This design comes from an exercise in tuning for small area on the open sky130 flow, not from production work. Function was checked by simulation only, so behaviour that the tests miss may differ from the original.

File: config.mk
export PLATFORM = sky130hd
export DESIGN_NAME = analog_axis_key_repeater_top
export DESIGN_NICKNAME = analog_axis_key_repeater_top
export VERILOG_FILES = /design/flow/design.v
export SDC_FILE = /design/flow/constraint.sdc
export NUM_CORES = 4
export LEC_CHECK = 0
export CAP_MARGIN = 20
export CORE_MARGIN = 2
export CORE_UTILIZATION = 40
export SLEW_MARGIN = 20
File: constraint.sdc
create_clock -name core_clock -period 10.0 [get_ports {clk}]
set_input_delay 2.0000 -clock core_clock [delete_from_list [all_inputs] [get_ports {clk}]]
set_output_delay 2.0000 -clock core_clock [all_outputs]
set_load 0.01 [all_outputs]
File: design.v
package akr_pkg;
    localparam int TIME_BITS   = 48;
    localparam int NUM_AXES    = 6;
    localparam int NUM_ENTRIES = 10;
    localparam int ENTRY_BITS  = 4;
    localparam int AXIS_BITS   = 3;
    localparam int LEVEL_BITS  = 16;
    localparam int KEY_BITS    = 3;
    localparam int CFG_BITS    = 16;
    localparam int CFG_IDX_BITS = 3;
    localparam int OUTQ_DEPTH    = 4;
    localparam int OUTQ_PTR_BITS = 2;
    localparam int INQ_DEPTH     = 2;
    localparam logic [CFG_IDX_BITS-1:0] CFG_STICK_PRESS   = 3'd0;
    localparam logic [CFG_IDX_BITS-1:0] CFG_STICK_RELEASE = 3'd1;
    localparam logic [CFG_IDX_BITS-1:0] CFG_TRIG_PRESS    = 3'd2;
    localparam logic [CFG_IDX_BITS-1:0] CFG_TRIG_RELEASE  = 3'd3;
    localparam logic [CFG_IDX_BITS-1:0] CFG_REPEAT_DELAY  = 3'd4;
    localparam logic [CFG_IDX_BITS-1:0] CFG_REPEAT_PERIOD = 3'd5;
    localparam logic [CFG_BITS-1:0] RST_STICK_PRESS   = 16'd16000;
    localparam logic [CFG_BITS-1:0] RST_STICK_RELEASE = 16'd9000;
    localparam logic [CFG_BITS-1:0] RST_TRIG_PRESS    = 16'd20000;
    localparam logic [CFG_BITS-1:0] RST_TRIG_RELEASE  = 16'd8000;
    localparam logic [CFG_BITS-1:0] RST_REPEAT_DELAY  = 16'd400;
    localparam logic [CFG_BITS-1:0] RST_REPEAT_PERIOD = 16'd140;
    localparam logic [KEY_BITS-1:0] KEY_LEFT  = 3'd0;
    localparam logic [KEY_BITS-1:0] KEY_RIGHT = 3'd1;
    localparam logic [KEY_BITS-1:0] KEY_UP    = 3'd2;
    localparam logic [KEY_BITS-1:0] KEY_DOWN  = 3'd3;
    localparam logic [KEY_BITS-1:0] KEY_PRIOR = 3'd4;
    localparam logic [KEY_BITS-1:0] KEY_NEXT  = 3'd5;
    typedef struct packed {
        logic [CFG_BITS-1:0] stick_press;
        logic [CFG_BITS-1:0] stick_release;
        logic [CFG_BITS-1:0] trig_press;
        logic [CFG_BITS-1:0] trig_release;
        logic [CFG_BITS-1:0] repeat_delay;
        logic [CFG_BITS-1:0] repeat_period;
    } cfg_t;
    typedef struct packed {
        logic                         is_tick;
        logic [AXIS_BITS-1:0]         axis;
        logic signed [LEVEL_BITS-1:0] level;
        logic [TIME_BITS-1:0]         time_ms;
    } op_t;
    typedef struct packed {
        logic [ENTRY_BITS-1:0] entry_index;
        logic [KEY_BITS-1:0]   key_code;
        logic                  is_release;
        logic                  last_of_run;
    } result_t;
    typedef struct packed {
        logic [AXIS_BITS-1:0] axis;
        logic                 negative;
        logic [KEY_BITS-1:0]  key;
        logic                 trigger;
    } entry_def_t;
    function automatic entry_def_t entry_def(input logic [ENTRY_BITS-1:0] idx);
        entry_def_t d;
        unique case (idx)
            4'd0:    d = {3'd0, 1'b1, KEY_LEFT, 1'b0};
            4'd1:    d = {3'd0, 1'b0, KEY_RIGHT, 1'b0};
            4'd2:    d = {3'd1, 1'b1, KEY_UP, 1'b0};
            4'd3:    d = {3'd1, 1'b0, KEY_DOWN, 1'b0};
            4'd4:    d = {3'd2, 1'b1, KEY_LEFT, 1'b0};
            4'd5:    d = {3'd2, 1'b0, KEY_RIGHT, 1'b0};
            4'd6:    d = {3'd3, 1'b1, KEY_UP, 1'b0};
            4'd7:    d = {3'd3, 1'b0, KEY_DOWN, 1'b0};
            4'd8:    d = {3'd4, 1'b0, KEY_PRIOR, 1'b1};
            4'd9:    d = {3'd5, 1'b0, KEY_NEXT, 1'b1};
            default: d = {3'd0, 1'b0, KEY_LEFT, 1'b0};
        endcase
        entry_def = d;
    endfunction
endpackage
module akr_front (
    input  logic                                  clk,
    input  logic                                  rst_n,
    input  logic                                  push,
    output logic                                  full,
    input  logic                                  cmd,
    input  logic [akr_pkg::AXIS_BITS-1:0]         axis_number,
    input  logic signed [akr_pkg::LEVEL_BITS-1:0] axis_level,
    input  logic [akr_pkg::TIME_BITS-1:0]         time_ms,
    output logic                                  op_valid,
    output akr_pkg::op_t                          op,
    input  logic                                  op_take
);
    logic [67:0] q_reg [0:1];
    logic       wr_ptr_reg, wr_ptr_next;
    logic       rd_ptr_reg, rd_ptr_next;
    logic [1:0] count_reg, count_next;
    logic       accept;
    logic       keep;
    logic       enq;
    logic       deq;
    assign full     = (count_reg == 2'(akr_pkg::INQ_DEPTH));
    assign accept   = push && !full;
    assign keep     = cmd || (axis_number < 3'd6);
    assign enq      = accept && keep;
    assign op_valid = (count_reg != 2'd0);
    assign deq      = op_valid && op_take;
    assign op       = q_reg[rd_ptr_reg];
    always_comb
    begin
        wr_ptr_next = enq ? !wr_ptr_reg : wr_ptr_reg;
        rd_ptr_next = deq ? !rd_ptr_reg : rd_ptr_reg;
        count_next  = count_reg;
        if (enq && !deq)
        begin
            count_next = count_reg + 2'd1;
        end
        else if (deq && !enq)
        begin
            count_next = count_reg - 2'd1;
        end
    end
    always_ff @(posedge clk or negedge rst_n)
    begin
        if (!rst_n)
        begin
            wr_ptr_reg <= 1'b0;
            rd_ptr_reg <= 1'b0;
            count_reg  <= 2'd0;
        end
        else
        begin
            wr_ptr_reg <= wr_ptr_next;
            rd_ptr_reg <= rd_ptr_next;
            count_reg  <= count_next;
        end
    end
    always_ff @(posedge clk)
    begin
        if (enq)
        begin
            q_reg[wr_ptr_reg] <= {cmd, axis_number, axis_level, time_ms};
        end
    end
endmodule
module akr_outq (
    input  logic             clk,
    input  logic             rst_n,
    input  logic             wr_en,
    input  akr_pkg::result_t wr_data,
    output logic             full,
    output logic             empty,
    input  logic             pop,
    output akr_pkg::result_t rd_data
);
    logic [8:0]                        mem_reg [0:3];
    logic [akr_pkg::OUTQ_PTR_BITS-1:0] wr_ptr_reg, wr_ptr_next;
    logic [akr_pkg::OUTQ_PTR_BITS-1:0] rd_ptr_reg, rd_ptr_next;
    logic [akr_pkg::OUTQ_PTR_BITS:0]   count_reg, count_next;
    logic                     enq;
    logic                     deq;
    assign full    = (count_reg == 3'd4);
    assign empty   = (count_reg == '0);
    assign enq     = wr_en && !full;
    assign deq     = pop && !empty;
    assign rd_data = mem_reg[rd_ptr_reg];
    always_comb
    begin
        wr_ptr_next = enq ? wr_ptr_reg + 1'b1 : wr_ptr_reg;
        rd_ptr_next = deq ? rd_ptr_reg + 1'b1 : rd_ptr_reg;
        count_next  = count_reg;
        if (enq && !deq)
        begin
            count_next = count_reg + 1'b1;
        end
        else if (deq && !enq)
        begin
            count_next = count_reg - 1'b1;
        end
    end
    always_ff @(posedge clk or negedge rst_n)
    begin
        if (!rst_n)
        begin
            wr_ptr_reg <= '0;
            rd_ptr_reg <= '0;
            count_reg  <= '0;
        end
        else
        begin
            wr_ptr_reg <= wr_ptr_next;
            rd_ptr_reg <= rd_ptr_next;
            count_reg  <= count_next;
        end
    end
    always_ff @(posedge clk)
    begin
        if (enq)
        begin
            mem_reg[wr_ptr_reg] <= wr_data;
        end
    end
endmodule
module akr_scan (
    input  logic             clk,
    input  logic             rst_n,
    input  akr_pkg::cfg_t    cfg,
    input  logic             op_valid,
    input  akr_pkg::op_t     op,
    output logic             op_take,
    input  logic             outq_full,
    output logic             res_push,
    output akr_pkg::result_t res
);
    localparam logic [1:0] ST_IDLE  = 2'd0;
    localparam logic [1:0] ST_SCAN  = 2'd1;
    localparam logic [1:0] ST_FLUSH = 2'd2;
    logic [1:0]                   state_reg, state_next;
    logic [akr_pkg::ENTRY_BITS-1:0]        idx_reg, idx_next;
    logic [akr_pkg::TIME_BITS-1:0]         now_reg, now_next;
    logic [5:0][akr_pkg::LEVEL_BITS-1:0]   axis_reg;
    logic [5:0][akr_pkg::LEVEL_BITS-1:0]   axis_next;
    logic [akr_pkg::NUM_ENTRIES-1:0]       held_reg, held_next;
    logic [9:0][akr_pkg::TIME_BITS-1:0]    fire_reg;
    logic [9:0][akr_pkg::TIME_BITS-1:0]    fire_next;
    logic                         pend_valid_reg, pend_valid_next;
    akr_pkg::result_t                      pend_reg, pend_next;
    akr_pkg::entry_def_t                   def;
    logic signed [akr_pkg::LEVEL_BITS-1:0] lvl;
    logic signed [akr_pkg::LEVEL_BITS+1:0] defl;
    logic signed [akr_pkg::LEVEL_BITS+1:0] press_w;
    logic signed [akr_pkg::LEVEL_BITS+1:0] release_w;
    logic [akr_pkg::CFG_BITS-1:0]          step_ms;
    logic [akr_pkg::TIME_BITS-1:0]         sum_ms;
    logic                         due;
    logic                         advance;
    logic                         fired;
    logic                         rel;
    logic                         last_idx;
    assign def      = akr_pkg::entry_def(idx_reg);
    assign lvl      = axis_reg[def.axis];
    assign defl     = def.negative ? -{{2{lvl[15]}}, lvl} : {{2{lvl[15]}}, lvl};
    assign press_w  = signed'({2'b00, def.trigger ? cfg.trig_press : cfg.stick_press});
    assign release_w = signed'({2'b00, def.trigger ? cfg.trig_release : cfg.stick_release});
    assign step_ms  = held_reg[idx_reg] ? cfg.repeat_period : cfg.repeat_delay;
    assign sum_ms   = now_reg + {32'd0, step_ms};
    assign due      = (now_reg >= fire_reg[idx_reg]);
    assign advance  = (state_reg == ST_SCAN) && !outq_full;
    assign last_idx = (idx_reg == 4'd9);
    assign op_take  = (state_reg == ST_IDLE) && op_valid;
    always_comb
    begin
        fired = 1'b0;
        rel   = 1'b0;
        if (!held_reg[idx_reg])
        begin
            fired = (defl >= press_w);
        end
        else if (defl <= release_w)
        begin
            fired = 1'b1;
            rel   = 1'b1;
        end
        else if (!def.trigger && due)
        begin
            fired = 1'b1;
        end
    end
    assign res_push = (advance && fired && pend_valid_reg)
                   || ((state_reg == ST_FLUSH) && pend_valid_reg && !outq_full);
    always_comb
    begin
        res             = pend_reg;
        res.last_of_run = (state_reg == ST_FLUSH);
    end
    always_comb
    begin
        state_next      = state_reg;
        idx_next        = idx_reg;
        now_next        = now_reg;
        axis_next       = axis_reg;
        held_next       = held_reg;
        fire_next       = fire_reg;
        pend_valid_next = pend_valid_reg;
        pend_next       = pend_reg;
        unique case (state_reg)
            ST_IDLE:
            begin
                if (op_valid)
                begin
                    if (op.is_tick)
                    begin
                        now_next   = op.time_ms;
                        idx_next   = '0;
                        state_next = ST_SCAN;
                    end
                    else
                    begin
                        axis_next[op.axis] = op.level;
                    end
                end
            end
            ST_SCAN:
            begin
                if (advance)
                begin
                    if (fired)
                    begin
                        held_next[idx_reg] = !rel;
                        if (!rel)
                        begin
                            fire_next[idx_reg] = sum_ms;
                        end
                        pend_valid_next = 1'b1;
                        pend_next = {idx_reg, def.key, rel, 1'b0};
                    end
                    if (last_idx)
                    begin
                        state_next = ST_FLUSH;
                    end
                    else
                    begin
                        idx_next = idx_reg + 1'b1;
                    end
                end
            end
            ST_FLUSH:
            begin
                if (!pend_valid_reg)
                begin
                    state_next = ST_IDLE;
                end
                else if (!outq_full)
                begin
                    pend_valid_next = 1'b0;
                    state_next      = ST_IDLE;
                end
            end
            default:
            begin
                state_next = ST_IDLE;
            end
        endcase
    end
    always_ff @(posedge clk or negedge rst_n)
    begin
        if (!rst_n)
        begin
            state_reg      <= ST_IDLE;
            idx_reg        <= '0;
            held_reg       <= '0;
            pend_valid_reg <= 1'b0;
            axis_reg       <= '0;
            fire_reg       <= '0;
        end
        else
        begin
            state_reg      <= state_next;
            idx_reg        <= idx_next;
            held_reg       <= held_next;
            pend_valid_reg <= pend_valid_next;
            axis_reg       <= axis_next;
            fire_reg       <= fire_next;
        end
    end
    always_ff @(posedge clk)
    begin
        now_reg  <= now_next;
        pend_reg <= pend_next;
    end
endmodule
module analog_axis_key_repeater_top (
    input  logic                                  clk,
    input  logic                                  rst_n,
    input  logic                                  push,
    output logic                                  full,
    input  logic                                  cmd,
    input  logic [akr_pkg::AXIS_BITS-1:0]         axis_number,
    input  logic signed [akr_pkg::LEVEL_BITS-1:0] axis_level,
    input  logic [akr_pkg::TIME_BITS-1:0]         time_ms,
    input  logic                                  cfg_we,
    input  logic [akr_pkg::CFG_IDX_BITS-1:0]      cfg_addr,
    input  logic [akr_pkg::CFG_BITS-1:0]          cfg_wdata,
    output logic                                  empty,
    input  logic                                  pop,
    output logic [akr_pkg::ENTRY_BITS-1:0]        entry_index,
    output logic [akr_pkg::KEY_BITS-1:0]          key_code,
    output logic                                  is_release,
    output logic                                  last_of_run
);
    akr_pkg::cfg_t    cfg_reg, cfg_next;
    logic    op_valid;
    akr_pkg::op_t     op;
    logic    op_take;
    logic    outq_full;
    logic    res_push;
    akr_pkg::result_t res;
    akr_pkg::result_t head;
    always_comb
    begin
        cfg_next = cfg_reg;
        if (cfg_we)
        begin
            unique case (cfg_addr)
                akr_pkg::CFG_STICK_PRESS:   cfg_next.stick_press   = cfg_wdata;
                akr_pkg::CFG_STICK_RELEASE: cfg_next.stick_release = cfg_wdata;
                akr_pkg::CFG_TRIG_PRESS:    cfg_next.trig_press    = cfg_wdata;
                akr_pkg::CFG_TRIG_RELEASE:  cfg_next.trig_release  = cfg_wdata;
                akr_pkg::CFG_REPEAT_DELAY:  cfg_next.repeat_delay  = cfg_wdata;
                akr_pkg::CFG_REPEAT_PERIOD: cfg_next.repeat_period = cfg_wdata;
                default:           cfg_next = cfg_reg;
            endcase
        end
    end
    always_ff @(posedge clk or negedge rst_n)
    begin
        if (!rst_n)
        begin
            cfg_reg <= {akr_pkg::RST_STICK_PRESS,
                        akr_pkg::RST_STICK_RELEASE,
                        akr_pkg::RST_TRIG_PRESS,
                        akr_pkg::RST_TRIG_RELEASE,
                        akr_pkg::RST_REPEAT_DELAY,
                        akr_pkg::RST_REPEAT_PERIOD};
        end
        else
        begin
            cfg_reg <= cfg_next;
        end
    end
    akr_front u_front (
        .clk         (clk),
        .rst_n       (rst_n),
        .push        (push),
        .full        (full),
        .cmd         (cmd),
        .axis_number (axis_number),
        .axis_level  (axis_level),
        .time_ms     (time_ms),
        .op_valid    (op_valid),
        .op          (op),
        .op_take     (op_take)
    );
    akr_scan u_scan (
        .clk       (clk),
        .rst_n     (rst_n),
        .cfg       (cfg_reg),
        .op_valid  (op_valid),
        .op        (op),
        .op_take   (op_take),
        .outq_full (outq_full),
        .res_push  (res_push),
        .res       (res)
    );
    akr_outq u_outq (
        .clk     (clk),
        .rst_n   (rst_n),
        .wr_en   (res_push),
        .wr_data (res),
        .full    (outq_full),
        .empty   (empty),
        .pop     (pop),
        .rd_data (head)
    );
    assign entry_index = head.entry_index;
    assign key_code    = head.key_code;
    assign is_release  = head.is_release;
    assign last_of_run = head.last_of_run;
endmodule
File: run.sh
#!/bin/bash
# synth_recipe.tcl (not shown) runs the flow's synth.tcl, then flattens the netlist and writes it again
# the make line also repeats each setting of config.mk as NAME=value (left out here)
make -C /OpenROAD-flow-scripts/flow DESIGN_CONFIG=/design/flow/config.mk WORK_HOME=/design/flow/orfs CLKGATE_MAP_FILE= SYNTH_SCRIPT=/design/flow/synth_recipe.tcl finish
==> notes.md <==
layer usage:
metal	global-route usage, %	vias up	part of all wire, %
met2	44.1	2222	41
met1	42.2	18200	40
met5	1.32	-	0.19
met3	12.8	563	13
li1	-	14300	-
met4	15.5	24	5.6
cell families after synthesis:
group | synth area share (%)
buffers and inverters | 2.60
adders and majority gates | 3.40
DFF | 53.2
and+or+nand+nor | 6.69
AOI/OAI and AO/OA | 18.6
muxes | 14.1
xor gates and xnor gates | 1.55
worst max-delay path by stage:
| stage | start | to | slack [ps] | depth (start not counted) |
|---|---|---|---|---|
| 3_3_place_gp | u_scan.idx_reg[0]$_DFFE_PN0P_ | u_scan.fire_reg[110]$_DFFE_PN0P_ | 2130 | 16 |
| 6_report | u_scan.idx_reg[1]$_DFFE_PN0P_ | u_scan.fire_reg[192]$_DFFE_PN0P_ | 1730 | 22 |
| 5_1_grt | u_scan.idx_reg[1]$_DFFE_PN0P_ | u_scan.fire_reg[191]$_DFFE_PN0P_ | 1260 | 22 |
| 2_1_floorplan | u_scan.idx_reg[2]$_DFFE_PN0P_ | u_outq.count_reg[1]$_DFFE_PN0P_ | 4100 | 27 |
| 3_5_place_dp | u_scan.idx_reg[1]$_DFFE_PN0P_ | u_scan.fire_reg[191]$_DFFE_PN0P_ | 1980 | 22 |
| 4_1_cts | u_scan.idx_reg[1]$_DFFE_PN0P_ | u_scan.fire_reg[191]$_DFFE_PN0P_ | 1950 | 22 |
final cells by class:
class	instances	area, um2
clock buffers	136	2810
diodes	1	2.50
inverters	49	185
flip-flops and latches	928	24400
clock inverters	56	596
well taps	1512	1890
fillers	10200	61500
multi-input cells	2358	20600
repair buffers	230	2030
synthesized netlist by cell type (51+ instances only):
| master | count | area share, % |
|---|---|---|
| dfrtp_1 | 672 | 37 |
| a22o_1 | 313 | 6.0 |
| edfxtp_1 | 228 | 15 |
| o2bb2ai_1 | 207 | 3.9 |
| mux2_2 | 176 | 4.3 |
| mux2i_1 | 172 | 3.8 |
| nor2_1 | 169 | 1.4 |
| nand2_1 | 142 | 1.2 |
| clkbuf_1 | 131 | 1.1 |
| mux4_2 | 122 | 6.0 |
| o21ai_0 | 121 | 1.3 |
| ha_1 | 120 | 3.3 |
| nand3_1 | 77 | 0.84 |
| a21oi_1 | 61 | 0.67 |
| buf_2 | 61 | 0.67 |
| nand4_1 | 52 | 0.71 |
| o22a_1 | 51 | 0.97 |
worst reg2reg max path: stages, from the launching register on:
cell       delay, ps
dfrtp_4          640
inv_2            240
ha_1             320
nand3b_1         190
o21ai_4          370
buf_4            450
mux4_2           370
a2bb2oi_1        440
and3_1           320
nand2_1          100
o21ai_0          230
xor2_1           250
ha_1             290
a21oi_1          160
o21bai_1          90
a2111oi_0        370
o21ai_0          210
a211oi_1         360
o21a_1           280
o22a_2           880
buf_4            510
or3_2            890
o2bb2ai_1        170
through the flow:
step           worst slack, ps  hold WS, ps  cells  cell area, um2
6_report                  1730          485   5270           52500
5_1_grt                   1260          499   5269           52500
4_1_cts                   1950          486   5269           52500
3_5_place_dp              1980          467   5077           49100
3_3_place_gp              2130          460   5076           49000
2_1_floorplan             4100          440   3566           45900
placed cells by master, fill, tap and decap left out, types with 60 or more instances in the layout:
cell type / instances
dfrtp_1: 668
a22o_1: 313
edfxtp_1: 228
o2bb2ai_1: 207
mux2_2: 176
mux2i_1: 172
nor2_1: 164
nand2_1: 139
buf_4: 123
mux4_2: 122
o21ai_0: 121
ha_1: 120
clkbuf_16: 104
clkdlybuf4s50_1: 101
nand3_1: 70
a21oi_1: 60
==> impl_metrics.tcl <==
set metrics [dict create \
    yosys_warnings 4 \
    num_vias 35200 \
    core_um2 114000 \
    tritoncts "done" \
    path_delay_family "compound AO/OA/AOI/OAI gates" \
    tightest_slew_ps 1250 \
    drive_above_1_share_pct 18.6 \
    antenna_left 0 \
    io_buffers 102 \
    cts_resized 0 \
    gp_congestion 1.10 \
    grt_pass1_wl_mm 264 \
    ios 103 \
    cts_root_buf "clkbuf_16" \
    r2r_start "u_scan.idx_reg[1]$_DFFE_PN0P_" \
    yosysSeqAreaShare_pct 53.2 \
    syn_nets 3781 \
    setup_viol 0 \
    reg2regPathDepth 22 \
    hold_path_class "reg -> reg" \
    dieArea_um2 117000 \
    syn_inst 3566 \
    overflow 0 \
    worst-r2r-setup-slack_ps 1730 \
    netlist_area_um2 45900 \
    critPathArrivalTime_ps 8840 \
    synthFlopType "dfrtp_1" \
    fp.dieW_um 343 \
    async_reset_ff_share_pct 75.4 \
    post_drt_wl_per_cell_um 35.5 \
    startpoint_type "register" \
    maxCapViolations 0 \
    worst-path-buf-inv 3 \
    cts_sinks 928 \
    rsz0062_at_grt "no" \
    die_y_um 343 \
    fin_nets 3883 \
    critPathRequiredTime_ps 10570 \
    min_path_cells 1 \
    routed_via_density 6.69 \
    post_cts_buffers 0 \
    setup_tns_ps 0 \
    first_global_vias 34300 \
    drc 0 \
    grt_max_degree 158 \
    grt_use_total_pct 31.6 \
    end_kind "register" \
    area_growth_pct 14.4 \
    row_count 124 \
    synth_edf_count 228 \
    slew_headroom_pct 16.1 \
    crit_slowest_cell "o22a_2" \
    ys_ff_latch 928 \
    clkLatencyLatePin_ps 740 \
    fin_crit_ps 8270 \
    finalHoldViolations 0 \
    hp-start "u_scan.fire_reg[444]$_DFFE_PN0P_" \
    slew_violations 0 \
    antenna_found_initial 12 \
    cp_max_fo 32 \
    min_to "u_scan.fire_reg[444]$_DFFE_PN0P_" \
    hold_buffers 0 \
    drt-pass1-iter-count 8 \
    path_clk_slew_ps 60 \
    syn_avg_cell_area_um2 12.9 \
    dp.final_hpwl_mm 126 \
    synth_cell_types 101 \
    cts_made_buffers 101 \
    status "timing/DRC/antenna clean" \
    htree_levels 3 \
    slowest_delay_ps 880 \
    timing.rr.end "u_scan.fire_reg[192]$_DFFE_PN0P_" \
    initial_core_util_pct 40.3 \
    fmax_mhz 121 \
    finalWirelength_mm 187 \
    post-route-util_pct 46.0 \
    critPathKind "reg -> reg" \
    finClkSkew_ps 54.6 \
    drt-initial-drc-count 4785 \
    worstPathCellList "inv_2, ha_1, nand3b_1, o21ai_4, buf_4, mux4_2, a2bb2oi_1, and3_1, nand2_1, o21ai_0, xor2_1, ha_1, a21oi_1, o21bai_1, a2111oi_0, o21ai_0, a211oi_1, o21a_1, o22a_2, buf_4, or3_2, o2bb2ai_1" \
    largest_reg_flops 480 \
    period_share_pct 82.7 \
    clk_path_buf_depth 3 \
]

-- static timing again, ports no longer ideal --
The flow's constraints put no driver on any port. The routed layout listed below was extracted and timed again, unchanged, in two steps.
Step 1: set_driving_cell puts a clkbuf_16 on clk and a buf_2 on each other input, an assumption about the parent block.
Step 2 adds t to the input delays and takes it off the output delays; t is the mean of the earliest and latest rising clock arrival at the registers after step 1. Input paths then give back, and output paths get back, about the clock's delay inside the block.
a / b / c = ideal / step 1 / step 2; a / b = the first two.
shift t [ns]: 0.782
slack for setup (ns): 1.727 / 1.727 / 1.727
hold WS [ns]: 0.485 / 0.485 / 0.485
After both steps setup and hold are still met in this run. The setup slack of this run moves by 0.000 ns with the drivers and by 0.000 ns with both steps.
